What follows belongs to an exercise in optimizing a design on an open flow for a short achievable clock period and few clock cycles per item; a production flow would make more cautious choices. Function was checked by simulation only, so behaviour that the tests miss may differ from the original. The flow treats the clock pin as an ideal source, which a real chip does not have. Power and IR drop assume default switching activity.

==> design/flow/design.v <==
`default_nettype none
package ppmdec_pkg;
  typedef struct packed {
    logic [7:0] data_byte;
    logic       start_of_file;
    logic       end_of_file;
  } ppmdec_in_t;
  typedef struct packed {
    logic [1:0]  result_kind;
    logic [7:0]  red;
    logic [7:0]  green;
    logic [7:0]  blue;
    logic [15:0] pixel_x;
    logic [15:0] pixel_y;
    logic [15:0] image_width;
    logic [15:0] image_height;
    logic [7:0]  max_value;
    logic [2:0]  error_code;
    logic        last_of_run;
  } ppmdec_out_t;
  localparam logic [2:0] PH_MAGIC  = 3'd0;
  localparam logic [2:0] PH_WIDTH  = 3'd1;
  localparam logic [2:0] PH_HEIGHT = 3'd2;
  localparam logic [2:0] PH_MAXVAL = 3'd3;
  localparam logic [2:0] PH_PIXELS = 3'd4;
  localparam logic [1:0] EV_NONE   = 2'd0;
  localparam logic [1:0] EV_ERROR  = 2'd1;
  localparam logic [1:0] EV_HEADER = 2'd2;
  localparam logic [1:0] EV_SAMPLE = 2'd3;
  localparam logic [1:0] KIND_HDR_ASCII = 2'd0;
  localparam logic [1:0] KIND_HDR_BIN   = 2'd1;
  localparam logic [1:0] KIND_PIXEL     = 2'd2;
  localparam logic [1:0] KIND_ERROR     = 2'd3;
  localparam logic [2:0] ERR_MAGIC      = 3'd0;
  localparam logic [2:0] ERR_INTEGER    = 3'd1;
  localparam logic [2:0] ERR_SIZE       = 3'd2;
  localparam logic [2:0] ERR_MAXVAL     = 3'd3;
  localparam logic [2:0] ERR_RANGE      = 3'd4;
  localparam logic [2:0] ERR_INCOMPLETE = 3'd5;
endpackage
`default_nettype wire
`default_nettype none
module ppm_image_stream_decoder_unit
#(
  parameter int MAX_DIM = 65535
) (
  input  wire logic        clk,
  input  wire logic        rst,
  input  wire logic        byte_valid,
  output logic             byte_stall,
  input  wire logic [9:0]  byte_data,
  output logic             result_valid,
  input  wire logic        result_stall,
  output logic [101:0]     result_data
);
  localparam logic [16:0] MAX_DIM_V = 17'(MAX_DIM);
  logic hold, in_stall;
  assign byte_stall = in_stall;
  logic       in_v, in_sof, in_eof, force_sof;
  logic [7:0] in_b;
  always_ff @(posedge clk) begin
    if (rst) begin
      in_v <= 1'b0;
      force_sof <= 1'b1;
    end else if (!hold) begin
      in_v <= byte_valid && !in_stall;
      if (byte_valid && !in_stall) force_sof <= 1'b0;
    end
    if (!hold) begin
      in_b   <= byte_data[9:2];
      in_sof <= byte_data[1] | force_sof;
      in_eof <= byte_data[0];
    end
  end
  logic       c_v, c_sof, c_eof;
  logic [7:0] c_b;
  logic       c_ws, c_hash, c_lf, c_cr, c_dig, c_sign, c_minus, c_p, c_3, c_6;
  logic [3:0] c_dv;
  always_ff @(posedge clk) begin
    if (rst) c_v <= 1'b0;
    else if (!hold) c_v <= in_v;
    if (!hold) begin
      c_sof   <= in_sof;
      c_eof   <= in_eof;
      c_b     <= in_b;
      c_ws    <= (in_b == 8'h20) || (in_b >= 8'h09 && in_b <= 8'h0D);
      c_hash  <= (in_b == 8'h23);
      c_lf    <= (in_b == 8'h0A);
      c_cr    <= (in_b == 8'h0D);
      c_dig   <= (in_b >= 8'h30 && in_b <= 8'h39);
      c_sign  <= (in_b == 8'h2B) || (in_b == 8'h2D);
      c_minus <= (in_b == 8'h2D);
      c_p     <= (in_b == 8'h50);
      c_3     <= (in_b == 8'h33);
      c_6     <= (in_b == 8'h36);
      c_dv    <= in_b[3:0];
    end
  end
  logic [2:0]  t_ph;
  logic        t_txt;           
  logic        t_bin, t_cmt, t_st, t_ng, t_inv, t_dg, t_ovf, t_crs;
  logic [19:0] t_bcd;
  logic [1:0]  t_ml;
  logic        t_mp, t_m3, t_m6;
  logic        e_v, e_sof, e_eof, e_tok, e_smp;
  logic [2:0]  e_ph;
  logic        e_bin, e_mok, e_good, e_ng, e_ovf;
  logic [19:0] e_bcd;
  logic [7:0]  e_b;
  logic [2:0]  n_ph;
  logic        n_txt, n_bin, n_cmt, n_st, n_ng, n_inv, n_dg, n_ovf, n_crs;
  logic [19:0] n_bcd;
  logic [1:0]  n_ml;
  logic        n_mp, n_m3, n_m6;
  logic        is_char, fin, tok_end, smp, n_mok;
  always_comb begin
    n_ph  = c_sof ? ppmdec_pkg::PH_MAGIC : t_ph;
    n_txt = c_sof ? 1'b1 : t_txt;
    n_bin = c_sof ? 1'b0 : t_bin;
    n_cmt = c_sof ? 1'b0 : t_cmt;
    n_st  = c_sof ? 1'b0 : t_st;
    n_ng  = c_sof ? 1'b0 : t_ng;
    n_inv = c_sof ? 1'b0 : t_inv;
    n_dg  = c_sof ? 1'b0 : t_dg;
    n_ovf = c_sof ? 1'b0 : t_ovf;
    n_crs = c_sof ? 1'b0 : t_crs;
    n_bcd = c_sof ? 20'd0 : t_bcd;
    n_ml  = c_sof ? 2'd0 : t_ml;
    n_mp  = c_sof ? 1'b0 : t_mp;
    n_m3  = c_sof ? 1'b0 : t_m3;
    n_m6  = c_sof ? 1'b0 : t_m6;
    is_char = 1'b0;
    fin     = 1'b0;
    smp     = 1'b0;
    if (n_cmt) begin
      if (c_lf) n_cmt = 1'b0;
    end else if (n_txt) begin
      if (c_ws || c_hash) begin
        fin = n_st;
        if (c_hash) n_cmt = 1'b1;
      end else begin
        is_char = 1'b1;
      end
    end else if (n_crs) begin
      n_crs = 1'b0;
      smp = !c_lf;
    end else begin
      smp = 1'b1;
    end
    if (is_char) begin
      if (n_ph == ppmdec_pkg::PH_MAGIC) begin
        if (n_ml == 2'd0) n_mp = c_p;
        if (n_ml == 2'd1) begin n_m3 = c_3; n_m6 = c_6; end
        if (n_ml != 2'd3) n_ml = n_ml + 2'd1;
      end else if (!n_st && c_sign) begin
        n_ng = c_minus;
      end else if (c_dig) begin
        n_ovf = n_ovf | (n_bcd[19:16] != 4'd0);
        n_bcd = {n_bcd[15:0], c_dv};
        n_dg  = 1'b1;
      end else begin
        n_inv = 1'b1;
      end
      n_st = 1'b1;
    end
  end
  assign n_mok = (n_ml == 2'd2) && n_mp && (n_m3 || n_m6);
  assign tok_end = fin || (c_eof && is_char);
  always_ff @(posedge clk) begin
    if (rst) e_v <= 1'b0;
    else if (!hold) e_v <= c_v;
    if (!hold) begin
      e_sof  <= c_sof;
      e_eof  <= c_eof;
      e_tok  <= tok_end;
      e_smp  <= smp;
      e_ph   <= n_ph;
      e_bin  <= n_bin;
      e_mok  <= n_mok;
      e_good <= n_dg && !n_inv;
      e_ng   <= n_ng;
      e_ovf  <= n_ovf;
      e_bcd  <= n_bcd;
      e_b    <= c_b;
    end
    if (!hold && c_v) begin
      t_cmt <= n_cmt;
      t_crs <= n_crs;
      if (tok_end) begin
        t_st <= 1'b0; t_ng <= 1'b0; t_inv <= 1'b0; t_dg <= 1'b0;
        t_ovf <= 1'b0; t_bcd <= 20'd0;
        t_ml <= 2'd0; t_mp <= 1'b0; t_m3 <= 1'b0; t_m6 <= 1'b0;
        t_bin <= n_bin;
        t_txt <= n_txt;
        t_ph  <= n_ph;
        unique case (n_ph)
          ppmdec_pkg::PH_MAGIC:  if (n_mok) begin t_ph <= ppmdec_pkg::PH_WIDTH; t_bin <= n_m6; end
          ppmdec_pkg::PH_WIDTH:  t_ph <= ppmdec_pkg::PH_HEIGHT;
          ppmdec_pkg::PH_HEIGHT: t_ph <= ppmdec_pkg::PH_MAXVAL;
          ppmdec_pkg::PH_MAXVAL: begin
            t_ph <= ppmdec_pkg::PH_PIXELS;
            t_txt <= !n_bin;
            if (n_bin && fin && c_cr) t_crs <= 1'b1;
          end
          default: ;
        endcase
      end else begin
        t_st <= n_st; t_ng <= n_ng; t_inv <= n_inv; t_dg <= n_dg;
        t_ovf <= n_ovf; t_bcd <= n_bcd;
        t_ml <= n_ml; t_mp <= n_mp; t_m3 <= n_m3; t_m6 <= n_m6;
        t_bin <= n_bin; t_txt <= n_txt; t_ph <= n_ph;
      end
    end
  end
  logic        v1_v, v1_sof, v1_eof, v1_tok, v1_smp;
  logic [2:0]  v1_ph;
  logic        v1_bin, v1_mok, v1_good, v1_ng, v1_ovf, v1_nz, v1_big, v1_le255;
  logic [16:0] v1_t4, v1_t3;
  logic [9:0]  v1_t2;
  logic [6:0]  v1_t1;
  logic [7:0]  v1_byte;
  localparam logic [3:0] MD4 = 4'((MAX_DIM / 10000) % 10);
  localparam logic [3:0] MD3 = 4'((MAX_DIM / 1000) % 10);
  localparam logic [3:0] MD2 = 4'((MAX_DIM / 100) % 10);
  localparam logic [3:0] MD1 = 4'((MAX_DIM / 10) % 10);
  localparam logic [3:0] MD0 = 4'(MAX_DIM % 10);
  logic e_gtmax, e_le255;
  assign e_gtmax = (MAX_DIM > 99999) ? 1'b0 :
                   (e_bcd[19:16] > MD4) || (e_bcd[19:16] == MD4 &&
                   ((e_bcd[15:12] > MD3) || (e_bcd[15:12] == MD3 &&
                   ((e_bcd[11:8] > MD2) || (e_bcd[11:8] == MD2 &&
                   ((e_bcd[7:4] > MD1) || (e_bcd[7:4] == MD1 && e_bcd[3:0] > MD0)))))));
  assign e_le255 = (e_bcd[19:12] == 8'd0) &&
                   ((e_bcd[11:8] < 4'd2) || (e_bcd[11:8] == 4'd2 &&
                   ((e_bcd[7:4] < 4'd5) || (e_bcd[7:4] == 4'd5 && e_bcd[3:0] <= 4'd5))));
  logic [16:0] e_t4, e_t3;
  logic [9:0]  e_t2, e_t1;
  always_comb begin
    unique case (e_bcd[19:16])
      4'd0: e_t4 = 17'd0;
      4'd1: e_t4 = 17'd10000;
      4'd2: e_t4 = 17'd20000;
      4'd3: e_t4 = 17'd30000;
      4'd4: e_t4 = 17'd40000;
      4'd5: e_t4 = 17'd50000;
      4'd6: e_t4 = 17'd60000;
      4'd7: e_t4 = 17'd70000;
      4'd8: e_t4 = 17'd80000;
      4'd9: e_t4 = 17'd90000;
      default: e_t4 = 17'd0;
    endcase
  end
  always_comb begin
    unique case (e_bcd[15:12])
      4'd0: e_t3 = 17'd0;
      4'd1: e_t3 = 17'd1000;
      4'd2: e_t3 = 17'd2000;
      4'd3: e_t3 = 17'd3000;
      4'd4: e_t3 = 17'd4000;
      4'd5: e_t3 = 17'd5000;
      4'd6: e_t3 = 17'd6000;
      4'd7: e_t3 = 17'd7000;
      4'd8: e_t3 = 17'd8000;
      4'd9: e_t3 = 17'd9000;
      default: e_t3 = 17'd0;
    endcase
  end
  always_comb begin
    unique case (e_bcd[11:8])
      4'd0: e_t2 = 10'd0;
      4'd1: e_t2 = 10'd100;
      4'd2: e_t2 = 10'd200;
      4'd3: e_t2 = 10'd300;
      4'd4: e_t2 = 10'd400;
      4'd5: e_t2 = 10'd500;
      4'd6: e_t2 = 10'd600;
      4'd7: e_t2 = 10'd700;
      4'd8: e_t2 = 10'd800;
      4'd9: e_t2 = 10'd900;
      default: e_t2 = 10'd0;
    endcase
  end
  always_comb begin
    unique case (e_bcd[7:4])
      4'd0: e_t1 = 10'd0;
      4'd1: e_t1 = 10'd10;
      4'd2: e_t1 = 10'd20;
      4'd3: e_t1 = 10'd30;
      4'd4: e_t1 = 10'd40;
      4'd5: e_t1 = 10'd50;
      4'd6: e_t1 = 10'd60;
      4'd7: e_t1 = 10'd70;
      4'd8: e_t1 = 10'd80;
      4'd9: e_t1 = 10'd90;
      default: e_t1 = 10'd0;
    endcase
  end
  always_ff @(posedge clk) begin
    if (rst) v1_v <= 1'b0;
    else if (!hold) v1_v <= e_v;
    if (!hold) begin
      v1_sof <= e_sof; v1_eof <= e_eof; v1_tok <= e_tok; v1_smp <= e_smp;
      v1_ph <= e_ph; v1_bin <= e_bin; v1_mok <= e_mok; v1_good <= e_good;
      v1_ng <= e_ng; v1_ovf <= e_ovf; v1_byte <= e_b;
      v1_nz <= e_ovf || (e_bcd != 20'd0);
      v1_big <= e_ovf || e_gtmax;
      v1_le255 <= !e_ovf && e_le255;
      v1_t4 <= e_t4;
      v1_t3 <= e_t3;
      v1_t2 <= e_t2;
      v1_t1 <= 7'(e_t1) + 7'(e_bcd[3:0]);
    end
  end
  logic        v2_v, v2_sof, v2_eof, v2_tok, v2_smp;
  logic [2:0]  v2_ph;
  logic        v2_bin, v2_mok, v2_good, v2_neg, v2_ovf, v2_nz, v2_big, v2_le255;
  logic [16:0] v2_hi;
  logic [9:0]  v2_lo;
  logic [7:0]  v2_byte;
  always_ff @(posedge clk) begin
    if (rst) v2_v <= 1'b0;
    else if (!hold) v2_v <= v1_v;
    if (!hold) begin
      v2_sof <= v1_sof; v2_eof <= v1_eof; v2_tok <= v1_tok; v2_smp <= v1_smp;
      v2_ph <= v1_ph; v2_bin <= v1_bin; v2_mok <= v1_mok; v2_good <= v1_good;
      v2_neg <= v1_ng && v1_nz; v2_ovf <= v1_ovf; v2_nz <= v1_nz; v2_byte <= v1_byte;
      v2_big <= v1_big; v2_le255 <= v1_le255;
      v2_hi <= v1_t4 + v1_t3;
      v2_lo <= v1_t2 + 10'(v1_t1);
    end
  end
  logic        v3_v, v3_sof, v3_eof, v3_tok, v3_smp;
  logic [2:0]  v3_ph;
  logic        v3_bin, v3_mok, v3_good, v3_neg, v3_ovf, v3_nz, v3_big, v3_le255;
  logic [16:0] v3_val;
  logic [7:0]  v3_byte;
  always_ff @(posedge clk) begin
    if (rst) v3_v <= 1'b0;
    else if (!hold) v3_v <= v2_v;
    if (!hold) begin
      v3_sof <= v2_sof; v3_eof <= v2_eof; v3_tok <= v2_tok; v3_smp <= v2_smp;
      v3_ph <= v2_ph; v3_bin <= v2_bin; v3_mok <= v2_mok; v3_good <= v2_good;
      v3_neg <= v2_neg; v3_ovf <= v2_ovf; v3_nz <= v2_nz; v3_byte <= v2_byte;
      v3_big <= v2_big; v3_le255 <= v2_le255;
      v3_val <= v2_hi + 17'(v2_lo);
    end
  end
  logic [15:0] hw, hh;
  logic        hwz, hhz;    
  logic [7:0]  hm;
  logic        v_big, v_le255;
  logic [15:0] v_dim;
  logic [1:0]  v_kind;
  logic [2:0]  v_code;
  logic [7:0]  v_s;
  logic        v_bad;
  always_comb begin
    v_big   = v3_big;
    v_le255 = v3_le255;
    v_dim   = (v3_neg || v_big) ? 16'd0 : v3_val[15:0];
    v_kind  = ppmdec_pkg::EV_NONE;
    v_code  = ppmdec_pkg::ERR_MAGIC;
    v_s     = v3_val[7:0];
    v_bad   = 1'b0;
    if (v3_tok) begin
      if (v3_ph == ppmdec_pkg::PH_MAGIC) begin
        if (!v3_mok) v_kind = ppmdec_pkg::EV_ERROR;
      end else if (!v3_good) begin
        v_kind = ppmdec_pkg::EV_ERROR; v_code = ppmdec_pkg::ERR_INTEGER;
      end else if (v3_ph == ppmdec_pkg::PH_MAXVAL) begin
        if (hwz || hhz) begin
          v_kind = ppmdec_pkg::EV_ERROR; v_code = ppmdec_pkg::ERR_SIZE;
        end else if (v3_neg || !v3_nz || !v_le255) begin
          v_kind = ppmdec_pkg::EV_ERROR; v_code = ppmdec_pkg::ERR_MAXVAL;
        end else begin
          v_kind = ppmdec_pkg::EV_HEADER;
        end
      end else if (v3_ph == ppmdec_pkg::PH_PIXELS) begin
        v_kind = ppmdec_pkg::EV_SAMPLE;
        v_bad  = v3_neg || !v_le255 || (v3_val[7:0] > hm);
      end
    end else if (v3_smp) begin
      v_kind = ppmdec_pkg::EV_SAMPLE;
      v_s    = v3_byte;
      v_bad  = v3_byte > hm;
    end
  end
  logic [1:0][31:0] hq;
  logic             hq_wp, hq_rp;
  localparam int NK = 11;
  localparam int SK = NK - 1;
  logic [NK-1:0]        p_v, p_sof, p_eof, p_bin, p_bad;
  logic [NK-1:0][1:0]   p_kind;
  logic [NK-1:0][2:0]   p_code;
  logic [NK-1:0][7:0]   p_m;
  logic [NK-1:0][16:0]  p_x;    
  logic [NK-1:0][9:0]   d_t;
  logic [NK-1:0]        d_ge;
  always_comb begin
    d_t  = '0;
    d_ge = '0;
    for (int k = 3; k < NK; k++) begin
      d_t[k]  = {p_x[k-1][16:8], p_x[k-1][7]};
      d_ge[k] = d_t[k] >= {1'b0, p_m[k-1], 1'b0};
    end
  end
  always_ff @(posedge clk) begin
    if (rst) begin
      p_v <= '0; hq_wp <= 1'b0; hq_rp <= 1'b0;
    end else if (!hold) begin
      p_v <= {p_v[NK-2:0], v3_v};
      if (v3_v && v_kind == ppmdec_pkg::EV_HEADER) hq_wp <= !hq_wp;
      if (p_v[SK] && p_kind[SK] == ppmdec_pkg::EV_HEADER) hq_rp <= !hq_rp;
    end
    if (!hold && v3_v && v_kind == ppmdec_pkg::EV_HEADER) hq[hq_wp] <= {hw, hh};
    if (!hold) begin
      p_sof[0]  <= v3_sof;
      p_eof[0]  <= v3_eof;
      p_bin[0]  <= v3_bin;
      p_kind[0] <= v_kind;
      p_code[0] <= v_code;
      p_bad[0]  <= v_bad;
      p_m[0]    <= (v_kind == ppmdec_pkg::EV_HEADER) ? v3_val[7:0] : hm;
      p_x[0]    <= {9'd0, v_s};
      for (int k = 1; k < NK; k++) begin
        p_sof[k]  <= p_sof[k-1];
        p_eof[k]  <= p_eof[k-1];
        p_bin[k]  <= p_bin[k-1];
        p_kind[k] <= p_kind[k-1];
        p_code[k] <= p_code[k-1];
        p_bad[k]  <= p_bad[k-1];
        p_m[k]    <= p_m[k-1];
      end
      p_x[1] <= {1'b0, p_x[0][7:0], 8'd0} - {9'd0, p_x[0][7:0]};
      p_x[2] <= {p_x[1][15:0], 1'b0} + {9'd0, p_m[1]};
      for (int k = 3; k < NK; k++) begin
        p_x[k][16:8] <= d_ge[k] ? 9'(d_t[k] - {1'b0, p_m[k-1], 1'b0}) : d_t[k][8:0];
        p_x[k][7:0]  <= {p_x[k-1][6:0], d_ge[k]};
      end
    end
    if (!hold && v3_v && v3_tok) begin
      if (v3_ph == ppmdec_pkg::PH_WIDTH)  begin hw <= v_dim; hwz <= v3_neg || v3_big || !v3_nz; end
      if (v3_ph == ppmdec_pkg::PH_HEIGHT) begin hh <= v_dim; hhz <= v3_neg || v3_big || !v3_nz; end
      if (v3_ph == ppmdec_pkg::PH_MAXVAL) hm <= v3_val[7:0];
    end
  end
  localparam int RW = 62;
  logic        s_stop, s_done, s_rf;
  logic [1:0]  s_comp;
  logic [7:0]  s_red, s_green;
  logic [15:0] s_col, s_row, s_wm1, s_hm1;
  logic [15:0] s_col1, s_row1;
  logic        s_lastc, s_lastr;
  logic [1:0]  r_kind;
  logic [2:0]  r_code;
  logic [55:0] r_pay;
  logic        r1v, r2v;
  logic        q_stop, q_done, q_rf;
  logic [1:0]  q_comp;
  logic [7:0]  q_s;
  logic [31:0] s_hsz;
  logic        act;
  assign s_hsz = hq[hq_rp];
  always_comb begin
    q_stop = p_sof[SK] ? 1'b0 : s_stop;
    q_done = p_sof[SK] ? 1'b0 : s_done;
    q_comp = p_sof[SK] ? 2'd0 : s_comp;
    q_rf   = p_sof[SK] ? 1'b0 : s_rf;
    q_s    = p_bad[SK] ? 8'd0 : p_x[SK][7:0];
    act    = p_v[SK] && !q_stop && !q_done;
    r_kind = ppmdec_pkg::KIND_ERROR;
    r_code = 3'd0;
    r_pay  = (p_kind[SK] == ppmdec_pkg::EV_HEADER) ? {s_hsz, p_m[SK], 16'd0}
                                                    : {s_red, s_green, p_x[SK][7:0], s_col, s_row};
    r1v = 1'b0;
    r2v = 1'b0;
    if (act) begin
      unique case (p_kind[SK])
        ppmdec_pkg::EV_ERROR: begin
          r1v = 1'b1; r_code = p_code[SK];
          q_stop = 1'b1;
        end
        ppmdec_pkg::EV_HEADER: begin
          r1v = 1'b1;
          r_kind = p_bin[SK] ? ppmdec_pkg::KIND_HDR_BIN : ppmdec_pkg::KIND_HDR_ASCII;
          q_comp = 2'd0; q_rf = 1'b0;
        end
        ppmdec_pkg::EV_SAMPLE: begin
          if (q_comp == 2'd2) begin
            q_comp = 2'd0;
            r1v = 1'b1;
            if (q_rf || p_bad[SK]) begin
              r_code = ppmdec_pkg::ERR_RANGE;
              q_stop = 1'b1;
            end else begin
              r_kind = ppmdec_pkg::KIND_PIXEL;
              if (s_lastc && s_lastr) q_done = 1'b1;
            end
          end else begin
            q_comp = q_comp + 2'd1;
            q_rf = q_rf || p_bad[SK];
          end
        end
        default: ;
      endcase
    end
    if (p_v[SK] && p_eof[SK] && !q_stop && !q_done) begin
      r2v = 1'b1;
      q_stop = 1'b1;
    end
    if (!r1v) r_code = ppmdec_pkg::ERR_INCOMPLETE;
  end
  logic          rr_v, rr_two;
  logic [RW-1:0] rr_a;
  always_ff @(posedge clk) begin
    s_col1  <= s_col + 16'd1;
    s_row1  <= s_row + 16'd1;
    s_lastc <= (s_col == s_wm1);
    s_lastr <= (s_row == s_hm1);
    if (rst) rr_v <= 1'b0;
    else if (!hold) rr_v <= r1v || r2v;
    if (!hold) begin
      rr_two <= r1v && r2v;
      rr_a   <= {r_kind, r_code, !(r1v && r2v), r_pay};
    end
    if (!hold && p_v[SK]) begin
      s_stop <= q_stop;
      s_done <= q_done;
      s_comp <= q_comp;
      s_rf   <= q_rf;
      if (p_kind[SK] == ppmdec_pkg::EV_HEADER) begin
        s_col <= 16'd0; s_row <= 16'd0;
        s_wm1 <= s_hsz[31:16] - 16'd1;
        s_hm1 <= s_hsz[15:0] - 16'd1;
      end
      if (p_kind[SK] == ppmdec_pkg::EV_SAMPLE) begin
        if (s_comp == 2'd0 || p_sof[SK]) s_red <= p_x[SK][7:0];
        if (s_comp == 2'd1 && !p_sof[SK]) s_green <= p_x[SK][7:0];
        if (s_comp == 2'd2 && !p_sof[SK]) begin
          if (s_lastc) begin
            s_col <= 16'd0; s_row <= s_row1;
          end else begin
            s_col <= s_col1;
          end
        end
      end
    end
  end
  localparam logic [RW-1:0] RES_INCOMPLETE =
    {ppmdec_pkg::KIND_ERROR, ppmdec_pkg::ERR_INCOMPLETE, 1'b1, 56'd0};
  logic [3:0][RW-1:0] q_mem;
  logic [1:0]  q_wp, q_rp, q_rp1;
  logic [3:0]  q_th, q_th_a, q_th_p;    
  logic        push, pop;
  logic        out_v;
  logic [RW-1:0] q_c0, q_c1;
  logic [101:0] out_d, q_e0, q_e1;
  assign push = rr_v && !hold;
  assign pop  = out_v && !result_stall;
  assign q_th_a = !push ? q_th : (rr_two ? {q_th[1:0], 2'b11} : {q_th[2:0], 1'b1});
  assign q_th_p = {1'b0, q_th_a[3:1]};
  assign q_c0 = !q_th[0] ? rr_a : q_mem[q_rp];
  assign q_rp1 = q_rp + 2'd1;
  assign q_c1 = q_th[1] ? q_mem[q_rp1] : rr_a;
  assign q_e0 = {q_c0[61:60],
                 (q_c0[61:60] == ppmdec_pkg::KIND_PIXEL) ? q_c0[55:0] : 56'd0,
                 !q_c0[61] ? q_c0[55:16] : 40'd0,
                 q_c0[59:56]};
  assign q_e1 = {q_c1[61:60],
                 (q_c1[61:60] == ppmdec_pkg::KIND_PIXEL) ? q_c1[55:0] : 56'd0,
                 !q_c1[61] ? q_c1[55:16] : 40'd0,
                 q_c1[59:56]};
  always_ff @(posedge clk) begin
    if (rst) begin
      q_th <= 4'd0; q_wp <= 2'd0; q_rp <= 2'd0; out_v <= 1'b0; hold <= 1'b0; in_stall <= 1'b0;
    end else begin
      q_th  <= pop ? q_th_p : q_th_a;
      hold  <= pop ? q_th_p[2] : q_th_a[2];
      in_stall <= pop ? q_th_p[1] : q_th_a[1];
      if (push) q_wp <= q_wp + (rr_two ? 2'd2 : 2'd1);
      if (pop) q_rp <= q_rp1;
      out_v <= pop ? q_th_p[0] : q_th_a[0];
    end
    for (int i = 0; i < 4; i++) begin
      if (push && q_wp == 2'(i)) q_mem[i] <= rr_a;
      if (push && rr_two && q_wp == 2'(i - 1)) q_mem[i] <= RES_INCOMPLETE;
    end
    out_d <= pop ? q_e1 : q_e0;
  end
  assign result_valid = out_v;
  assign result_data  = out_d;
endmodule
`default_nettype wire
==> design/flow/flow/run.sh <==
#!/bin/bash
# Standard layout, with three additions:
#  - after placement, output buffers and the flip-flops driving them are
#    moved next to their pins (pullout.tcl);
#  - after CTS, the top of the clock tree is flattened (retree.tcl);
#  - the resizer's setup repair aims below the clock period (a larger
#    slack margin).
# Each tool's output goes to its own log in this folder.
set -euo pipefail
export RES=orfs/results/$FLOW_PLATFORM/ppm_image_stream_decoder_unit/base
bash standard.sh SETUP_SLACK_MARGIN=6 place > standard_place.log 2>&1
openroad -no_init -exit flow/pullout.tcl > pullout.log 2>&1
bash standard.sh SETUP_SLACK_MARGIN=6 cts > standard_cts.log 2>&1
openroad -no_init -exit flow/retree.tcl > retree.log 2>&1
bash standard.sh SETUP_SLACK_MARGIN=6 finish > standard_finish.log 2>&1
==> design/flow/flow/pullout.tcl <==
# After global and detailed placement: put each output port's buffer, and
# the flip-flop that drives it, next to the port's pin (pullout_proc.tcl),
# then legalize.
set P $::env(FLOW_HOME)/platforms/$::env(FLOW_PLATFORM)
set RES $::env(RES)
read_lef $P/lef/sky130_fd_sc_hd.tlef
read_lef $P/lef/sky130_fd_sc_hd_merged.lef
read_liberty $P/lib/sky130_fd_sc_hd__tt_025C_1v80.lib
read_db $RES/3_place.odb
read_sdc $RES/3_place.sdc
source $P/setRC.tcl
source [file dirname [info script]]/pullout_proc.tcl
estimate_parasitics -placement
report_checks -path_delay max -to [all_outputs] -format end -group_path_count 5
pull_outputs
detailed_placement
check_placement
estimate_parasitics -placement
report_checks -path_delay max -to [all_outputs] -format end -group_path_count 5
write_db $RES/3_place.odb
==> design/flow/flow/pullout_proc.tcl <==
# Move each output port's buffer next to its pin, and the flip-flop that
# drives the buffer next to the buffer; detailed placement then legalizes.
proc pull_outputs {} {
  set block [ord::get_db_block]
  set core [$block getCoreArea]
  set cx0 [$core xMin]; set cy0 [$core yMin]; set cx1 [$core xMax]; set cy1 [$core yMax]
  set n 0
  foreach bt [$block getBTerms] {
    if {[$bt getIoType] != "OUTPUT"} continue
    set net [$bt getNet]
    set buf ""
    foreach it [$net getITerms] { if {[$it isOutputSignal]} { set buf [$it getInst] } }
    if {$buf eq ""} continue
    set ff ""
    set ait [$buf findITerm A]
    if {$ait eq "NULL"} continue
    foreach it [[$ait getNet] getITerms] { if {[$it isOutputSignal]} { set ff [$it getInst] } }
    set bb [$bt getBBox]
    set px [expr {([$bb xMin] + [$bb xMax]) / 2}]
    set py [expr {([$bb yMin] + [$bb yMax]) / 2}]
    set x [expr {min(max($px, $cx0), $cx1 - 3000)}]
    set y [expr {min(max($py, $cy0), $cy1 - 3000)}]
    $buf setLocation $x $y
    if {$ff ne "" && [string match "*df*" [[$ff getMaster] getName]]} {
      $ff setLocation $x $y
    }
    incr n
  }
  puts "PULLOUT moved $n output buffers"
}
==> design/flow/flow/retree.tcl <==
# Rebuild the clock tree's top after CTS: the clock port drives four root
# buffers, each driving the leaf buffers of one region of the die, in place
# of the root buffer and the H-tree level below it. Leaf clusters and leaf
# buffers stay as CTS made them.
set P $::env(FLOW_HOME)/platforms/$::env(FLOW_PLATFORM)
set RES $::env(RES)
read_lef $P/lef/sky130_fd_sc_hd.tlef
read_lef $P/lef/sky130_fd_sc_hd_merged.lef
read_liberty $P/lib/sky130_fd_sc_hd__tt_025C_1v80.lib
read_db $RES/4_cts.odb
read_sdc $RES/4_cts.sdc
source $P/setRC.tcl
source [file dirname [info script]]/retree_proc.tcl
set_propagated_clock [all_clocks]
estimate_parasitics -placement
report_clock_latency
retree 4
detailed_placement
check_placement
estimate_parasitics -placement
report_clock_latency
report_clock_skew
write_db $RES/4_cts.odb
==> design/flow/flow/retree_proc.tcl <==
# Flatten the clock tree's middle level: K root buffers on the clock port,
# each driving the leaf buffers of one region directly.
proc retree {K} {
  set block [ord::get_db_block]
  set clknet [$block findNet clk]
  set master [[ord::get_db] findMaster sky130_fd_sc_hd__clkbuf_16]
  # The old root and the H-tree level buffers.
  set root [[lindex [$clknet getITerms] 0] getInst]
  set rootnet [[$root findITerm X] getNet]
  set mids {}
  foreach it [$rootnet getITerms] {
    if {[$it isInputSignal]} { lappend mids [$it getInst] }
  }
  set leaves {}
  foreach m $mids {
    set n [[$m findITerm X] getNet]
    foreach it [$n getITerms] {
      if {[$it isInputSignal]} { lappend leaves $it }
    }
  }
  puts "RETREE root [$root getName] mids [llength $mids] leaves [llength $leaves]"
  # Sort leaves into K groups by angle around the die centre.
  set die [$block getDieArea]
  set cx [expr {([$die xMin] + [$die xMax]) / 2.0}]
  set cy [expr {([$die yMin] + [$die yMax]) / 2.0}]
  set items {}
  foreach it $leaves {
    set bb [[$it getInst] getBBox]
    set x [expr {([$bb xMin] + [$bb xMax]) / 2.0}]
    set y [expr {([$bb yMin] + [$bb yMax]) / 2.0}]
    lappend items [list [expr {atan2($y - $cy, $x - $cx)}] $it $x $y]
  }
  set items [lsort -real -index 0 $items]
  set n [llength $items]
  # Disconnect the old tree.
  foreach it $leaves { $it disconnect }
  foreach m $mids {
    set on [[$m findITerm X] getNet]
    odb::dbInst_destroy $m
    odb::dbNet_destroy $on
  }
  odb::dbInst_destroy $root
  odb::dbNet_destroy $rootnet
  for {set k 0} {$k < $K} {incr k} {
    set lo [expr {$k * $n / $K}]
    set hi [expr {($k + 1) * $n / $K}]
    set net [odb::dbNet_create $block "clknet_r${k}_clk"]
    $net setSigType CLOCK
    set buf [odb::dbInst_create $block $master "clkbuf_r${k}_clk"]
    [$buf findITerm A] connect $clknet
    [$buf findITerm X] connect $net
    set sx 0; set sy 0
    for {set i $lo} {$i < $hi} {incr i} {
      set e [lindex $items $i]
      [lindex $e 1] connect $net
      set sx [expr {$sx + [lindex $e 2]}]; set sy [expr {$sy + [lindex $e 3]}]
    }
    set m [expr {$hi - $lo}]
    $buf setLocation [expr {int($sx / $m)}] [expr {int($sy / $m)}]
    $buf setPlacementStatus PLACED
    puts "RETREE root $k drives $m leaves"
  }
}
==> design/flow/standard.sh <==
#!/bin/bash
# synth_recipe.tcl (not shown) runs the flow's synth.tcl, then flattens the netlist and writes it again
# the make line also repeats each setting of config.mk as NAME=value (left out here)
make -C /OpenROAD-flow-scripts/flow DESIGN_CONFIG=/design/flow/config.mk WORK_HOME=/design/flow/orfs CLKGATE_MAP_FILE= SYNTH_SCRIPT=/design/flow/synth_recipe.tcl "${@:-finish}"
==> design/flow/config.mk <==
export PLATFORM = sky130hd
export DESIGN_NAME = ppm_image_stream_decoder_unit
export DESIGN_NICKNAME = ppm_image_stream_decoder_unit
export VERILOG_FILES = /design/flow/design.v
export SDC_FILE = /design/flow/constraint.sdc
export NUM_CORES = 4
export LEC_CHECK = 0
export ABC_CLOCK_PERIOD_IN_PS = 2500
export CAP_MARGIN = 20
export CORE_MARGIN = 2
export CORE_UTILIZATION = 40
export CTS_CLUSTER_DIAMETER = 150
export CTS_CLUSTER_SIZE = 20
export SLEW_MARGIN = 20
==> design/flow/constraint.sdc <==
create_clock -name core_clock -period 8.0 [get_ports {clk}]
set_input_delay 1.6000 -clock core_clock [delete_from_list [all_inputs] [get_ports {clk}]]
set_output_delay 1.6000 -clock core_clock [all_outputs]
set_load 0.01 [all_outputs]
==> results of run 1 <==
==> worst max-delay path: stages, from the launching register on <==
cell and delay [ps]:
dfxtp_4 370, buf_16 130, buf_6 110
==> through the flow <==
step,setup WS (ps),std cells
2_1_floorplan,4410,4356
3_3_place_gp,3810,6068
3_5_place_dp,3760,6068
4_1_cts,5060,6399
5_1_grt,5250,6556
6_report,5280,6558
==> worst max-delay path by stage <==
| stage | endpoint | slack, ps |
|---|---|---|
| after floorplan | register | 4410 |
| after global routing | byte_stall | 5250 |
| final | byte_stall | 5280 |
| after global placement | out_d[54] | 3810 |
| after detailed placement | out_d[54] | 3760 |
| after CTS | result_valid | 5060 |
==> what timing repair did <==
item                       in CTS  in global routing
buffers inserted              175                142
pin swaps                     115                215
resized for setup             982                647
cloned                         46                 20
setup endpoints to repair    1150                709
==> cell usage in the layout, fill, tap and decap left out, types with 24 or more instances in the layout <==
cell         n
edfxtp_1   838
nand2_1    607
dfxtp_1    326
buf_4      237
a21oi_2    200
a21oi_1    185
buf_6      158
nor2_1     156
inv_1      144
xnor2_1    121
mux4_2     114
ha_1        99
nor2b_1     95
mux2_2      93
dfxtp_2     87
clkbuf_16   81
o21ai_0     80
mux2i_1     80
o22ai_4     62
xor2_1      51
buf_12      37
nand3_1     35
nand4_1     34
o22ai_2     33
ha_4        33
clkbuf_1    31
mux2_4      30
and2_1      28
a21o_1      28
buf_16      26
o21ai_2     25
nand2_8     25
nand2_4     24
==> layout make-up <==
class	instances	area, um^2
flip-flops and latches	1257	33700
repair buffers	522	6080
clock inverters	4	31.3
clock buffers	97	1770
fillers	11100	65200
well taps	1768	2210
inverters	169	676
repair inverters	4	56.3
plain buffers	4	100
diodes	2	5.00
multi-input cells	2731	23800
==> layer usage <==
metal | up-vias | wire length (um)
met2 | 1050 | 72800
met1 | 17600 | 57900
li1 | 16500 | -
met3 | 336 | 6810
met4 | 0 | 6480
met5 | - | 0
==> power groups by stage <==
stage / sequential, uW / combinational [uW] / clock, uW
floorplan: 7880 / 1390 / 0
global placement: 7990 / 1680 / 0
detailed placement: 8010 / 1710 / 0
CTS: 7870 / 2080 / 3930
global route: 7960 / 2730 / 3960
finish: 7900 / 2480 / 3630
==> flip-flops by register name, indices dropped and copies added (netlist names), 20 cells and up, named ones only <==
name    cells
out_d     102
rr_a       62
q_mem     248
t_bcd      20
p_x        81
p_kind     22
e_bcd      20
p_m        88
p_code     22
d_t        79
==> logic make-up after synthesis <==
| kind of cell | Yosys count | share of synthesized area [%] |
|---|---|---|
| simple gates | 1270 | 10.8 |
| flops | 1257 | 62.3 |
| compound gates | 769 | 8.19 |
| buf+inv | 385 | 2.81 |
| mux | 346 | 9.36 |
| xor+xnor | 177 | 2.88 |
| fa+ha+maj | 152 | 3.70 |
==> flow_summary.yaml, run 1 <==
global_routing:
  grtUsageTotal_pct: 19.5
  use_met3_pct: 1.95
  grt.overflow.total: 0
  grt_busiest_layer: "met2"
  grt_pass1_vias: 34300
  met2_usage_pct: 35.1
  antenna_found_initial: 1
  grt_max_degree: 104
  grt_pass1_wl_um: 208000
  use_met1_pct: 24.3
sta:
  finClkSkew_ps: 35.2
  setup_viol_count_final: 0
  finalSetupTns_ps: 0
  slew_headroom_pct: 37.4
  fin_crit_ps: 2720
  fmax_mhz: 368
  whs_ps: 400
  hold_viol: 0
  drv_slew: 0
  tightest_slew_ps: 936
  finalCritPeriodShare_pct: 34.0
  rsz0062_at_grt: "yes"
synth:
  ys_seq_area_share_pct: 62.3
  synth_most_common_cell: "edfxtp_1"
  synth-edff-count: 838
  avgSynthCellArea_um2: 12.4
  syn_inst: 4356
  syn-num-nets: 4522
  synth_cell_types: 79
  synthArstFlopShare_pct: 0
  ys_warn_count: 1
  synth_area_leaders: "edfxtp_1 (47%), dfxtp_1 (16%), mux4_2 (4.8%), nand2_1 (4.7%), a21oi_1 (3.6%)"
  yosys_register_bits: 1257
  synth_commonest_cells: "edfxtp_1 (838), nand2_1 (676), dfxtp_1 (419)"
  synth_top_area_share_pct: 46.7
  syn_area_um2: 53900
  yosys.area.top_type: "edfxtp_1"
  ys.flop_type: "edfxtp_1"
setup_path:
  end_kind: "output pin"
  r2r_start: "t_ph[2]"
  r2r-end: "e_t1[1]"
  path_max_fanout: 2
  worstSetupPathType: "reg -> out"
  worstPathArrival_ps: 1120
  cp-startpoint: "q_th[1]"
  r2r_cells: 9
  crit_path_start_kind: "register"
  r2r_slack_ps: 5690
  cp.required_ps: 6400
power_and_ir_drop:
  swShare_pct: 25.0
  p_leak_uw: 0.0246
  ir_drop_v: 0.000214
  p_switching_uw: 3500
  power_uw: 14000
  clockPowerShare_pct: 25.9
  seq_power_share_pct: 56.4
  p_per_area_nw_per_um2: 205
  p_int_uw: 10500
  p_comb_share_pct: 17.7
finish:
  fin_nets: 4918
  fin_util_pct: 51.2
  drive_above_1_share_pct: 34.2
  final_area_um2: 68400
  area_delta_synth_final_pct: 27.0
worst_hold_path:
  min_path_type: "reg -> reg"
  hold_depth: 0
  min_from: "p_x[157]"
  min_to: "p_x[175]"
clock_tree:
  clkSlewWorstSetupHoldPaths_ps: 90
  cts_buffers: 72
  cts_hold_buffers: 0
  clk_latency_ps: 520
  cts_max_level: 3
  cts_buffer_depth: 3
  cts.sinks: 1257
  cts_tree: "done"
  cts_root_buf: "clkbuf_16"
floorplan:
  start_util_pct: 40.3
  core_area_um2: 134000
  fp.dieW_um: 371
  pin_count: 118
  die_y_um: 371
  rows: 134
  dieArea_um2: 138000
detailed_routing:
  wl_per_cell_um: 22.0
  dr.pass1.iters: 6
  remaining_drc_errors: 0
  drtIter0Drc: 2936
  wl_um: 144000
  routed-via-count: 35500
  viasPerCell: 5.41
  ant_nets: 0
place:
  dpl_cell_area_um2: 57600
  hpwl_um: 74500
  routabilityCongestion: 0.786
  port_buffers: 117
status:
  status: "finished clean"
run:
  maxCapViolations: 0
Testbench counts, summed over its fixed seeds: cycles 61,437, items 61,285.
==> run 2: changes to the inputs <==
--- a/design/flow/design.v
+++ b/design/flow/design.v
@@ -552,3 +552,4 @@
   logic [1:0]  q_wp, q_rp, q_rp1;
-  logic [3:0]  q_th, q_th_a, q_th_p;    
+  logic [3:0]  q_th, q_th_a, q_th_p;
+  logic        q_th3, q_th2, q_nt1, q_nt0;
   logic        push, pop;
@@ -558,3 +559,4 @@
   assign push = rr_v && !hold;
-  assign pop  = out_v && !result_stall;
+  assign q_th = {q_th3, q_th2, !q_nt1, !q_nt0};
+  assign pop  = !q_nt0 && !result_stall;
   assign q_th_a = !push ? q_th : (rr_two ? {q_th[1:0], 2'b11} : {q_th[2:0], 1'b1});
@@ -574,5 +576,8 @@
     if (rst) begin
-      q_th <= 4'd0; q_wp <= 2'd0; q_rp <= 2'd0; out_v <= 1'b0; hold <= 1'b0; in_stall <= 1'b0;
+      q_th3 <= 1'b0; q_th2 <= 1'b0; q_nt1 <= 1'b1; q_nt0 <= 1'b1; q_wp <= 2'd0; q_rp <= 2'd0; out_v <= 1'b0; hold <= 1'b0; in_stall <= 1'b0;
     end else begin
-      q_th  <= pop ? q_th_p : q_th_a;
+      q_th3 <= pop ? q_th_p[3] : q_th_a[3];
+      q_th2 <= pop ? q_th_p[2] : q_th_a[2];
+      q_nt1 <= pop ? !q_th_p[1] : !q_th_a[1];
+      q_nt0 <= pop ? !q_th_p[0] : !q_th_a[0];
       hold  <= pop ? q_th_p[2] : q_th_a[2];
==> run 2 against run 1 <==
  * Still clean on timing, DRC and antenna
  * Clock skew shrank 11 ps
  * Cell count grew 0.14%
  * Wire length grew 0.79%
  * Synthesized area shrank 0.38%
  * Sequential power is essentially flat
  * Critical path depth shrank 1
  * Power shrank 1.7%
  * First-iteration DRC count grew 17%
  * Setup slack gained 130 ps
  * Cell area shrank 2.0%
  * Flip-flop and latch count grew 2
  * Highest routed layer unchanged
==> flow_summary.yaml, run 2 <==
status:
  status: "finished clean"
floorplan:
  dieArea_um2: 137000
  core_area_um2: 133000
  die_y_um: 370
  rows: 134
  start_util_pct: 40.3
  pin_count: 118
  fp.dieW_um: 370
detailed_routing:
  wl_per_cell_um: 22.1
  viasPerCell: 5.49
  wl_um: 145000
  dr.pass1.iters: 7
  drtIter0Drc: 3437
  ant_nets: 0
  remaining_drc_errors: 0
  routed-via-count: 36100
clock_tree:
  cts_buffer_depth: 3
  cts_max_level: 3
  cts_tree: "done"
  cts_hold_buffers: 0
  cts_root_buf: "clkbuf_16"
  cts.sinks: 1259
  clkSlewWorstSetupHoldPaths_ps: 90
  clk_latency_ps: 510
  cts_buffers: 72
synth:
  synth_top_area_share_pct: 46.9
  yosys.area.top_type: "edfxtp_1"
  synth_commonest_cells: "edfxtp_1 (838), nand2_1 (694), dfxtp_1 (421)"
  synth-edff-count: 838
  synth_cell_types: 78
  ys_seq_area_share_pct: 62.6
  syn-num-nets: 4565
  avgSynthCellArea_um2: 12.2
  syn_area_um2: 53700
  synthArstFlopShare_pct: 0
  ys_warn_count: 1
  synth_area_leaders: "edfxtp_1 (47%), dfxtp_1 (16%), nand2_1 (4.9%), mux4_2 (3.8%), a21oi_1 (3.6%)"
  yosys_register_bits: 1259
  syn_inst: 4398
  ys.flop_type: "edfxtp_1"
  synth_most_common_cell: "edfxtp_1"
setup_path:
  worstSetupPathType: "reg -> out"
  end_kind: "output pin"
  critPathMaxStageDelay_ps: 340
  slowest_stage: "dfxtp_1"
  path_max_fanout: 1
  critPathBufInv: 1
  path_delay_family: "flip-flops"
  cp_cell_sequence: "buf_2"
  cp.required_ps: 6400
  worstPathArrival_ps: 990
  crit_path_start_kind: "register"
power_and_ir_drop:
  p_int_uw: 10400
  clockPowerShare_pct: 26.4
  swShare_pct: 24.6
  p_leak_uw: 0.0243
  ir_drop_v: 0.000244
  p_comb_share_pct: 16.5
  seq_power_share_pct: 57.1
  p_per_area_nw_per_um2: 205
  p_switching_uw: 3390
  power_uw: 13800
sta:
  hold_viol: 0
  rsz0062_at_grt: "yes"
  setup_viol_count_final: 0
  fin_ws_ps: 5410
  fin_crit_ps: 2590
  drv_slew: 0
  tightest_slew_ps: 834
  whs_ps: 409
  finalCritPeriodShare_pct: 32.4
  fmax_mhz: 386
  finClkSkew_ps: 24.6
  slew_headroom_pct: 44.2
place:
  place_ws_ps: 4170
  routabilityCongestion: 0.814
  hpwl_um: 74700
  port_buffers: 117
finish:
  regArea_um2: 33700
  drive_above_1_share_pct: 29.3
  top_regs: "q_mem (248), out_d (102), p_m (88)"
  regMostFlops: "q_mem"
  final_common_cell: "edfxtp_1"
  fin_nets: 4929
  mostFrequentLayoutCells: "edfxtp_1 (838), nand2_1 (663), dfxtp_1 (341)"
  fill_cells: 11200
  area_delta_synth_final_pct: 25.0
  largest_reg_flops: 248
  multi_input_area_um2: 22300
global_routing:
  grt_pass1_wl_um: 210000
  grt.overflow.total: 0
  grt_max_degree: 79
  grt_pass1_vias: 34500
  antenna_found_initial: 2
  grtUsageTotal_pct: 19.6
run:
  maxCapViolations: 0
worst_hold_path:
  min_path_type: "reg -> reg"
run 2: cell type report:
type                       instances  area share, %
clock inverter                     3         0.0392
clock buffer                      98           2.64
tap                             1768           3.30
inverter                         165          0.944
buffer                             4          0.149
timing repair buffer             499           9.45
timing repair inverter             1         0.0112
antenna                            1        0.00373
sequential                      1259           50.3
multi-input combinational       2769           33.2
run 2: layer usage:
layer / track usage [%] / vias to the layer above / wire length [um]
met5: 0 / - / 0
met4: 7.00 / 0 / 7110
met3: 2.15 / 346 / 8380
met2: 33.9 / 1340 / 70900
met1: 25.4 / 17700 / 58800
li1: - / 16600 / -
run 2: metrics by stage:
stage	TNS (ps)	cell area (um^2)	instances	util [%]
5_1_grt	0	67100	6566	50.3
2_1_floorplan	-1822710	54100	4398	-
3_3_place_gp	0	56800	6096	42.6
4_1_cts	0	64000	6439	48.0
6_report	0	67100	6567	50.3
3_5_place_dp	0	57000	6103	42.8
run 2: cells by family after synthesis:
logic type	after synthesis	synth area share, %
fa+ha+maj	153	3.73
mux	331	8.55
compound gates	818	8.94
simple gates	1273	10.5
buf+inv	389	2.81
flops	1259	62.6
xor+xnor	175	2.86
run 2: repair_timing:
action | in CTS | in global routing
setup endpoints to repair | 1411 | 870
setup buffers | 172 | 107
pin swaps | 123 | 159
resized for setup | 1061 | 393
gates cloned | 54 | 25
run 2: final timing paths:
check	slack, ps	startpoint	cells past startpoint	to
setup reg to reg	5430	c_sof	9	e_t1[3]
hold reg to reg	410	v1_ph[1]	0	v2_ph[1]
hold / removal	410	v1_ph[1]	0	v2_ph[1]
setup / recovery	5410	out_d[39]	1	result_data[39]
run 2: power by group through the flow:
stage          sequential, uW  combinational (uW)  clock [uW]
3_5_place_dp             7970                1600           0
5_1_grt                  7920                2510        3940
4_1_cts                  7840                2030        3920
2_1_floorplan            7840                1320           0
6_report                 7870                2270        3630
3_3_place_gp             7960                1580           0
Testbench counts of run 2, summed over its fixed seeds: cycles 61,437, items 61,285.
==> run 3: changes to the inputs <==
--- a/design/flow/design.v
+++ b/design/flow/design.v
@@ -116,17 +116,17 @@
   always_comb begin
-    n_ph  = c_sof ? ppmdec_pkg::PH_MAGIC : t_ph;
-    n_txt = c_sof ? 1'b1 : t_txt;
-    n_bin = c_sof ? 1'b0 : t_bin;
-    n_cmt = c_sof ? 1'b0 : t_cmt;
-    n_st  = c_sof ? 1'b0 : t_st;
-    n_ng  = c_sof ? 1'b0 : t_ng;
-    n_inv = c_sof ? 1'b0 : t_inv;
-    n_dg  = c_sof ? 1'b0 : t_dg;
-    n_ovf = c_sof ? 1'b0 : t_ovf;
-    n_crs = c_sof ? 1'b0 : t_crs;
-    n_bcd = c_sof ? 20'd0 : t_bcd;
-    n_ml  = c_sof ? 2'd0 : t_ml;
-    n_mp  = c_sof ? 1'b0 : t_mp;
-    n_m3  = c_sof ? 1'b0 : t_m3;
-    n_m6  = c_sof ? 1'b0 : t_m6;
+    n_ph  = t_ph;
+    n_txt = t_txt;
+    n_bin = t_bin;
+    n_cmt = t_cmt;
+    n_st = t_st;
+    n_ng = t_ng;
+    n_inv = t_inv;
+    n_dg = t_dg;
+    n_ovf = t_ovf;
+    n_crs = t_crs;
+    n_bcd = t_bcd;
+    n_ml = t_ml;
+    n_mp = t_mp;
+    n_m3 = t_m3;
+    n_m6 = t_m6;
     is_char = 1'b0;
@@ -213,2 +213,23 @@
     end
+    if (!hold && c_sof) begin
+      e_tok  <= c_eof && !c_ws && !c_hash;
+      e_smp  <= 1'b0;
+      e_ph   <= ppmdec_pkg::PH_MAGIC;
+      e_bin  <= 1'b0;
+      e_mok  <= 1'b0;
+      e_good <= 1'b0;
+      e_ng   <= 1'b0;
+      e_ovf  <= 1'b0;
+      e_bcd  <= 20'd0;
+    end
+    if (!hold && c_v && c_sof) begin
+      t_cmt <= c_hash;
+      t_crs <= 1'b0;
+      t_st  <= !c_ws && !c_hash && !c_eof;
+      t_ng <= 1'b0; t_inv <= 1'b0; t_dg <= 1'b0; t_ovf <= 1'b0; t_bcd <= 20'd0;
+      t_ml  <= (!c_ws && !c_hash && !c_eof) ? 2'd1 : 2'd0;
+      t_mp  <= !c_ws && !c_hash && !c_eof && c_p;
+      t_m3 <= 1'b0; t_m6 <= 1'b0;
+      t_bin <= 1'b0; t_txt <= 1'b1; t_ph <= ppmdec_pkg::PH_MAGIC;
+    end
   end
==> run 3 against run 2 <==
  * Register-to-register slack gained 300 ps
  * Synthesized area shrank 0.62%
  * Worst hold slack lost 6.6 ps
  * Combinational power shrank 71%
  * Non-clock buffer count shrank 28
  * First-iteration DRC count shrank 10%
  * Sequential power shrank 8.8%
  * Critical path depth is the same
  * Largest cell class unchanged
  * Largest power group unchanged
  * Highest routed layer is now met5
==> flow_summary.yaml, run 3 <==
sta:
  whs_ps: 403
  finClkSkew_ps: 42.4
  hold_viol: 0
  drv_slew: 0
  finalCritPeriodShare_pct: 32.3
  fin_crit_ps: 2580
  finalSetupTns_ps: 0
  fin_ws_ps: 5420
  fmax_mhz: 387
  setup_viol_count_final: 0
  rsz0062_at_grt: "yes"
  tightest_slew_ps: 1020
  slew_headroom_pct: 31.8
synth:
  avgSynthCellArea_um2: 12.4
  synth_area_leaders: "edfxtp_1 (44%), dfxtp_1 (18%), mux4_2 (5.2%), nand2_1 (5.0%), ha_1 (3.3%)"
  syn_inst: 4305
  synthArstFlopShare_pct: 0
  synth_cell_types: 88
  syn-num-nets: 4472
  synth_commonest_cells: "edfxtp_1 (777), nand2_1 (710), dfxtp_1 (482)"
  yosys_register_bits: 1259
  synth_top_area_share_pct: 43.7
  syn_area_um2: 53300
  synth-edff-count: 777
  yosys.area.top_type: "edfxtp_1"
  ys.flop_type: "edfxtp_1"
  ys_seq_area_share_pct: 61.8
  ys_warn_count: 1
  synth_most_common_cell: "edfxtp_1"
clock_tree:
  clk_latency_ps: 520
  cts_root_buf: "clkbuf_16"
  cts_buffer_depth: 3
  cts_buffers: 72
  cts_tree: "done"
  cts.sinks: 1259
  clkSlewWorstSetupHoldPaths_ps: 90
  cts_max_level: 3
place:
  routabilityCongestion: 0.804
  place_ws_ps: 4270
  hpwl_um: 72700
  place_inst: 5997
  port_buffers: 117
  dpl_cell_area_um2: 56200
global_routing:
  grtUsageTotal_pct: 19.4
  grt.overflow.total: 0
  antenna_found_initial: 1
  grt_pass1_vias: 34500
  grt_max_degree: 180
  grt_pass1_wl_um: 207000
power_and_ir_drop:
  swShare_pct: 21.4
  ir_drop_v: 0.000221
  seq_power_share_pct: 62.8
  p_per_area_nw_per_um2: 174
  p_leak_uw: 0.0245
  p_switching_uw: 2450
  p_comb_share_pct: 5.8
  clockPowerShare_pct: 31.5
  p_int_uw: 9000
finish:
  fin_nets: 4824
  stdcell_count: 6446
  area_delta_synth_final_pct: 23.2
  largest_reg_flops: 248
  mostFrequentLayoutCells: "edfxtp_1 (777), nand2_1 (677), dfxtp_1 (399)"
  drive_above_1_share_pct: 28.3
  top_regs: "q_mem (248), out_d (102), p_m (88)"
  regMostFlops: "q_mem"
  final_common_cell: "edfxtp_1"
  final_area_um2: 65700
detailed_routing:
  wl_um: 141000
  dr.pass1.iters: 5
  drtIter0Drc: 3082
  remaining_drc_errors: 0
  ant_nets: 0
  wl_per_cell_um: 21.8
  viasPerCell: 5.48
  routed-via-count: 35300
status:
  status: "finished clean"
floorplan:
  dieArea_um2: 136000
  die_y_um: 369
  rows: 133
  pin_count: 118
  core_area_um2: 132000
  fp.dieW_um: 369
  start_util_pct: 40.4
setup_path:
  worstPathArrival_ps: 980
  worstSetupPathType: "reg -> out"
  crit_cells: 1
  end_kind: "output pin"
  r2r_start: "hq_rp"
  r2r-end: "s_wm1[10]"
  path_max_fanout: 1
  cp.required_ps: 6400
  cp_cell_sequence: "buf_2"
  critPathBufInv: 1
  critPathMaxStageDelay_ps: 330
  cp-startpoint: "out_d[35]"
  r2r_slack_ps: 5730
  slowest_stage: "dfxtp_1"
  crit_end: "result_data[35]"
  path_delay_family: "flip-flops"
  r2r_cells: 9
  crit_path_start_kind: "register"
worst_hold_path:
  min_path_type: "reg -> reg"
run:
  maxCapViolations: 0
## run 3: cell count changes in the layout (fill, tap and decap cells not counted), sizes merged, moves of 14 or more
cell | previous run | this run
a211oi | 22 | 7
nor2 | 231 | 159
dfxtp | 421 | 482
nand2 | 696 | 713
a21oi | 390 | 335
buf | 453 | 438
a22o | 0 | 20
mux4 | 90 | 124
edfxtp | 838 | 777
nor2b | 68 | 54
## run 3: worst min path at each step
stage / end / depth (start not counted) / slack (ps) / from
floorplan: c_eof / 0 / 400 / in_eof
global placement: p_code[22] / 0 / 400 / p_code[19]
detailed placement: e_b[4] / 0 / 400 / c_b[4]
CTS: p_bad[9] / 0 / 390 / p_bad[8]
global route: p_kind[10] / 0 / 420 / p_kind[8]
finish: p_kind[15] / 0 / 400 / p_kind[13]
## run 3: metrics by stage
step | util, % | power [uW]
after floorplan | - | 7680
after global placement | 42.6 | 7790
after detailed placement | 42.6 | 7810
after CTS | 47.9 | 11700
after global routing | 49.8 | 11800
final | 49.8 | 11400
## run 3: power groups by stage
stage	logic, uW	clock network (uW)	registers [uW]
after global routing	725	3920	7200
final	660	3600	7180
after CTS	594	3900	7170
after detailed placement	492	0	7320
after floorplan	414	0	7270
after global placement	479	0	7310
## run 3: logic make-up after synthesis
family / after synthesis / synth area share, %
mux: 351 / 9.75
simple gates: 1192 / 10.0
compound gates: 784 / 8.73
xor+xnor: 180 / 2.96
buf+inv: 386 / 2.94
fa+ha+maj: 153 / 3.76
flops: 1259 / 61.8
## run 3: repair_timing
action | in CTS | in global routing
gates cloned | 54 | 20
setup buffers | 195 | 77
pin swaps | 117 | 153
hold buffers | 0 | 0
hold endpoints to repair | 0 | 0
endpoints found under the setup margin | 1305 | 881
resized for setup | 1056 | 364
## run 3: layer usage
metal  global-route usage [%]  wire length, um  vias to the layer above
li1                         -                -                    16300
met1                     24.1            55400                    17500
met2                     34.7            70600                     1202
met3                     2.53             8140                      321
met4                     6.64             6540                        2
met5                        0               12                        -
## run 3: layout make-up
| cell class | count | area (um^2) |
|---|---|---|
| Clock buffer | 95 | 1740 |
| Timing Repair inverter | 3 | 22.5 |
| Tap cell | 1755 | 2200 |
| Buffer | 4 | 100 |
| Sequential cell | 1259 | 33100 |
| Multi-Input combinational cell | 2684 | 22100 |
| Antenna cell | 1 | 2.50 |
| Fill cell | 11100 | 66200 |
| Inverter | 171 | 698 |
| Clock inverter | 3 | 33.8 |
| Timing Repair Buffer | 471 | 5680 |
## run 3: worst reg2reg max path: cells and delay by family (launching register included)
| family | cells | cell delay [ps] |
|---|---|---|
| simple gates | 2 | 560 |
| mux | 2 | 430 |
| flops | 1 | 400 |
| buf+inv | 2 | 270 |
| fa+ha+maj | 1 | 140 |
| xor+xnor | 1 | 120 |
| compound gates | 1 | 110 |
Testbench counts of run 3, summed over its fixed seeds: cycles 61,437, items 61,285.
==> run 4: changes to the inputs <==
--- a/design/flow/config.mk
+++ b/design/flow/config.mk
@@ -11,4 +11,4 @@
 export CORE_UTILIZATION = 40
-export CTS_CLUSTER_DIAMETER = 150
-export CTS_CLUSTER_SIZE = 20
+export CTS_CLUSTER_DIAMETER = 120
+export CTS_CLUSTER_SIZE = 25
 export SLEW_MARGIN = 20
==> run 4 against run 3 <==
  * Register-to-register slack worse by 60 ps
  * Clock power decreased by 6.7%
  * Non-clock buffer count grew 26
  * Power shrank 2.0%
  * Cell count up 0.14%
  * Clock skew rose by 24 ps
  * Still clean on timing, DRC and antenna
  * Wire length up 2.1%
  * Critical path depth unchanged
  * Via count up 1.1%
==> flow_summary.yaml, run 4 <==
place:
  port_buffers: 117
  routabilityCongestion: 0.804
  hpwl_um: 72700
  place_ws_ps: 4270
  place_inst: 5997
global_routing:
  grt_pass1_wl_um: 210000
  grt_max_degree: 180
  antenna_found_initial: 6
  grtUsageTotal_pct: 19.8
  grt_pass1_vias: 34800
  grt.overflow.total: 0
worst_hold_path:
  min_path_type: "reg -> reg"
  hold_depth: 0
floorplan:
  pin_count: 118
  rows: 133
  fp.dieW_um: 369
  core_area_um2: 132000
  die_y_um: 369
  dieArea_um2: 136000
  start_util_pct: 40.4
power_and_ir_drop:
  power_uw: 11200
  p_leak_uw: 0.0249
  p_per_area_nw_per_um2: 168
  ir_drop_v: 0.000166
synth:
  ys_seq_area_share_pct: 61.8
  synth_most_common_cell: "edfxtp_1"
  yosys.area.top_type: "edfxtp_1"
  synth_top_area_share_pct: 43.7
  syn_area_um2: 53300
  ys.flop_type: "edfxtp_1"
  synth_area_leaders: "edfxtp_1 (44%), dfxtp_1 (18%), mux4_2 (5.2%), nand2_1 (5.0%), ha_1 (3.3%)"
  ys_warn_count: 1
  synth-edff-count: 777
  synth_commonest_cells: "edfxtp_1 (777), nand2_1 (710), dfxtp_1 (482)"
  yosys_register_bits: 1259
  syn-num-nets: 4472
  avgSynthCellArea_um2: 12.4
  synthArstFlopShare_pct: 0
  syn_inst: 4305
  synth_cell_types: 88
setup_path:
  critPathBufInv: 1
  cp_cell_sequence: "buf_6"
  r2r_slack_ps: 5670
  crit_path_start_kind: "register"
  end_kind: "output pin"
  path_delay_family: "flip-flops"
  worstSetupPathType: "reg -> out"
  r2r_cells: 9
  critPathMaxStageDelay_ps: 370
  cp.required_ps: 6400
  path_max_fanout: 1
  crit_cells: 1
  slowest_stage: "dfxtp_2"
  worstPathArrival_ps: 1000
sta:
  fmax_mhz: 384
  hold_viol: 0
  fin_ws_ps: 5400
  finClkSkew_ps: 66.0
  rsz0062_at_grt: "yes"
  setup_viol_count_final: 0
  fin_crit_ps: 2600
  finalSetupTns_ps: 0
  tightest_slew_ps: 966
  slew_headroom_pct: 35.6
  finalCritPeriodShare_pct: 32.6
  drv_slew: 0
detailed_routing:
  ant_nets: 0
  routed-via-count: 35700
  dr.pass1.iters: 5
  remaining_drc_errors: 0
  wl_per_cell_um: 22.3
  wl_um: 144000
  viasPerCell: 5.53
  drtIter0Drc: 3422
clock_tree:
  clkSlewWorstSetupHoldPaths_ps: 100
  cts_buffer_depth: 3
  cts_root_buf: "clkbuf_16"
  cts_tree: "done"
  cts_buffers: 57
  cts.sinks: 1259
  cts_max_level: 2
  clk_latency_ps: 510
status:
  status: "finished clean"
finish:
  largest_reg_flops: 248
  diodes: 0
  stdcell_count: 6455
  drive_above_1_share_pct: 29.3
  fin_util_pct: 50.4
  mostFrequentLayoutCells: "edfxtp_1 (777), nand2_1 (661), dfxtp_1 (385)"
  fin_nets: 4835
  top_regs: "q_mem (248), out_d (102), p_m (88)"
  final_common_cell: "edfxtp_1"
  regMostFlops: "q_mem"
  area_delta_synth_final_pct: 24.8
run:
  maxCapViolations: 0
-- run 4: cell counts after synthesis --
Identical to the previous run, type by type.
-- run 4: cell families after synthesis --
family | count (synthesis) | synth area share, %
flops | 1259 | 61.8
xor+xnor | 180 | 2.96
mux | 351 | 9.75
simple gates | 1192 | 10.0
fa+ha+maj | 153 | 3.76
compound gates | 784 | 8.73
buf+inv | 386 | 2.94
-- run 4: worst reg2reg max path, stage by stage, from the launching register on --
cell and delay (ps):
dfxtp_4 400, buf_6 110, buf_6 80, buf_6 100
buf_16 140, buf_12 140, buf_16 140, mux4_2 510
a22oi_2 410, o22ai_4 150
-- run 4: layout make-up --
type | count | area, um^2
inverter | 171 | 703
timing repair inverter | 3 | 22.5
sequential | 1259 | 33100
timing repair buffer | 497 | 6250
clock buffer | 82 | 1470
tap | 1755 | 2200
multi-input combinational | 2680 | 22600
buffer | 4 | 100
fill | 11100 | 65400
clock inverter | 4 | 53.8
-- run 4: routing by layer --
layer | part of all wire (%) | track usage [%]
met1 | 39 | 24.2
met2 | 50 | 34.8
met3 | 5.9 | 2.89
met4 | 5.6 | 8.68
met5 | 0.045 | 0
-- run 4: final timing paths --
check             from               to
max          out_d[74]  result_data[74]
min             v1_eof           v2_eof
max reg2reg    q_rp[0]        out_d[67]
min reg2reg     v1_eof           v2_eof
-- run 4: metrics by stage --
step,instance area (um^2),hold slack (ps)
global route,66600,403
CTS,63600,399
detailed placement,56200,405
floorplan,53400,400
finish,66600,388
global placement,56200,400
-- run 4: what timing repair did --
action	CTS	global route
hold buffers	0	0
buffers inserted	205	86
setup endpoints to repair	1330	880
gates cloned	64	13
pin swaps	140	186
gates resized for setup	1130	430
-- run 4: report_power, final --
part           internal, uW  switching [uW]  total, uW
logic                   373             298        670
clock network          1370            1990       3360
registers              7040             141       7180

==> static timing again, ports no longer ideal <==
How much do the figures lean on ideal ports? The routed layouts below were timed once more, with nothing changed but the port constraints.
Step 1: set_driving_cell puts a clkbuf_16 on clk and a buf_2 on each other input, an assumption about the parent block.
Step 2 moves the port delays by t, midway between the first and last clock arrival at a register: inputs arrive t later, outputs are due t later. That takes back most of the time a late clock gives input paths.
a / b / c = ideal / step 1 / step 2; a / b = the first two.
| run | t, ns | slack for setup (ns) | hold WS [ns] | latest minus earliest clock arrival (ns) | worst data-port slew with drivers (ns) |
|---|---|---|---|---|---|
| run 1 | 0.659 | 5.279 / 5.130 / 5.112 | 0.400 / 0.401 / 0.401 | 0.044 / 0.044 | 0.12 |
| run 2 | 0.660 | 5.410 / 5.256 / 5.132 | 0.409 / 0.409 / 0.409 | 0.033 / 0.032 | 0.07 |
| run 3 | 0.663 | 5.418 / 5.262 / 5.083 | 0.403 / 0.403 / 0.403 | 0.048 / 0.047 | 0.14 |
| run 4 | 0.638 | 5.396 / 5.237 / 5.081 | 0.388 / 0.388 / 0.388 | 0.078 / 0.078 | 0.07 |
After both steps setup and hold are still met in every run listed. For run 3, which loses most, drivers alone change the setup slack by -0.156 ns; drivers and shift together by -0.335 ns.
